From an optimization exercise on the open Yosys and OpenROAD flow, aimed at small area, a short achievable clock period and few clock cycles per item; shortcuts taken in it are not production practice. In this exercise RTL edits were held to simulation tests only and were not proved equivalent to the original.

## old
## block_bitmap_allocator
module block_bitmap_allocator #(
   parameter int NUM_BLOCKS = bba_pkg::NUM_BLOCKS_DEF,
   parameter int WORD_BITS  = bba_pkg::WORD_BITS_DEF
) (
   input  logic                          clock,
   input  logic                          reset,
   input  logic                          req_valid,
   output logic                          req_ready,
   input  logic                          req_opcode,
   input  logic [bba_pkg::BLOCK_W-1:0]   req_block_number,
   output logic                          rsp_valid,
   input  logic                          rsp_ready,
   output logic [bba_pkg::BLOCK_W-1:0]   rsp_allocated_block,
   output logic [bba_pkg::STATUS_W-1:0]  rsp_status,
   input  logic                          csr_wr_en,
   input  logic [bba_pkg::COUNT_W-1:0]   csr_wr_data
);
   localparam int NW   = NUM_BLOCKS / WORD_BITS;    
   localparam int BW   = $clog2(WORD_BITS);         
   localparam int AW   = $clog2(NW);                
   localparam int BLKW = bba_pkg::BLOCK_W;          
   localparam int CNTW = bba_pkg::COUNT_W;          
   localparam int STW  = bba_pkg::STATUS_W;
   logic clear_ff;
   always_ff @(posedge clock) begin
      clear_ff <= reset;
   end
   logic                 csr_q;
   logic [CNTW-1:0]      cnt_ff;
   logic [CNTW-1:0]      eff;
   logic [AW:0]          nwords;
   logic [AW-1:0]        lastw;
   logic [CNTW-1:0]      eff_ff;
   logic [AW:0]          nw_ff;
   logic [AW-1:0]        lw_ff;
   logic [WORD_BITS-1:0] lastmask;
   always_ff @(posedge clock) begin
      csr_q <= csr_wr_en;
      if (csr_wr_en)     cnt_ff <= csr_wr_data;
      else if (clear_ff) cnt_ff <= bba_pkg::COUNT_RESET;
   end
   assign eff    = (cnt_ff[CNTW-1] && |cnt_ff[CNTW-2:0]) ? CNTW'(NUM_BLOCKS) : cnt_ff;
   assign nwords = eff[CNTW-1:BW] + (AW+1)'(|eff[BW-1:0]);
   assign lastw  = eff[CNTW-2:BW] - AW'(eff[BW-1:0] == '0);
   always_ff @(posedge clock) begin
      if (clear_ff) begin
         eff_ff <= CNTW'(NUM_BLOCKS);
         nw_ff  <= (AW+1)'(NW);
         lw_ff  <= AW'(NW - 1);
      end else begin
         eff_ff <= eff;
         nw_ff  <= nwords;
         lw_ff  <= lastw;
      end
   end
   always_ff @(posedge clock) begin
  ...
==> flow/config.mk <==
export PLATFORM = sky130hd
export DESIGN_NAME = block_bitmap_allocator
export DESIGN_NICKNAME = block_bitmap_allocator
export VERILOG_FILES = /design/flow/design.v
export SDC_FILE = /design/flow/constraint.sdc
export NUM_CORES = 4
export LEC_CHECK = 0
export ABC_CLOCK_PERIOD_IN_PS = 3000
export CAP_MARGIN = 35
export CORE_MARGIN = 2
export CORE_UTILIZATION = 45
export CTS_CLUSTER_DIAMETER = 100
export CTS_CLUSTER_SIZE = 20
export PLACE_DENSITY = 0.6
export SETUP_SLACK_MARGIN = 4.5
export SLEW_MARGIN = 35
==> flow/constraint.sdc <==
create_clock -name core_clock -period 8.0 [get_ports {clock}]
set_input_delay 1.6000 -clock core_clock [delete_from_list [all_inputs] [get_ports {clock}]]
set_output_delay 1.6000 -clock core_clock [all_outputs]
set_load 0.01 [all_outputs]
run.sh (not shown) runs the stock make flow with config.mk's settings and CLKGATE_MAP_FILE= SYNTH_SCRIPT=/design/flow/synth_recipe.tcl, a recipe that flattens the netlist after the stock synthesis.
old: full flow OK, the timing, DRC and antenna checks passed
Testbench counts of old, summed over its fixed seeds: cycles 24,117, items 24,000.
Inputs modified between old and new:
- SLEW_MARGIN now 20, was 35
- CAP_MARGIN now 20, was 35
- PLACE_DENSITY now 0.5, was 0.6
- CORE_UTILIZATION now 35, was 45
Notes after the runs:
The final layout from new, which completed every stage, passed the timing, DRC and antenna checks at the end of the flow. Delta (new minus old): antenna diode count climbed 90%, relative max-transition margin dropped 15 points, clock period minus final worst setup slack climbed 0.0074 ns. For wire length on met3, dividing the value from old by the value from new gives 1.19. old -> new: number of resized instances in the post-cts repair step decreased by a little under 10%. Of the two values seen for standard cell with the maximum stage delay on the critical path, sky130_fd_sc_hd__or4_4 was produced by old and sky130_fd_sc_hd__or4b_1 by new.

==> static timing again, ports no longer ideal <==
The results above use ideal ports. As a check the final layouts listed here were re-extracted and re-timed, cells and wires unchanged. Step 1 (the two cells are an assumption about what drives the block):
set clk [get_ports {clock}]
set_driving_cell -lib_cell sky130_fd_sc_hd__clkbuf_16 $clk
set_driving_cell -lib_cell sky130_fd_sc_hd__buf_2 [delete_from_list [all_inputs] $clk]
Step 2 moves the port delays by t, midway between the first and last clock arrival at a register: inputs arrive t later, outputs are due t later. That takes back most of the time a late clock gives input paths. a / b / c = no drivers / after step 1 / after step 2; a / b = the first two.
run	t, ns	setup WS [ns]	pins driven straight from the clock port
old	1.078	4.031 / 4.031 / 4.031	1
new	1.098	4.024 / 4.024 / 4.024	1
After both steps every run listed still meets setup and hold.
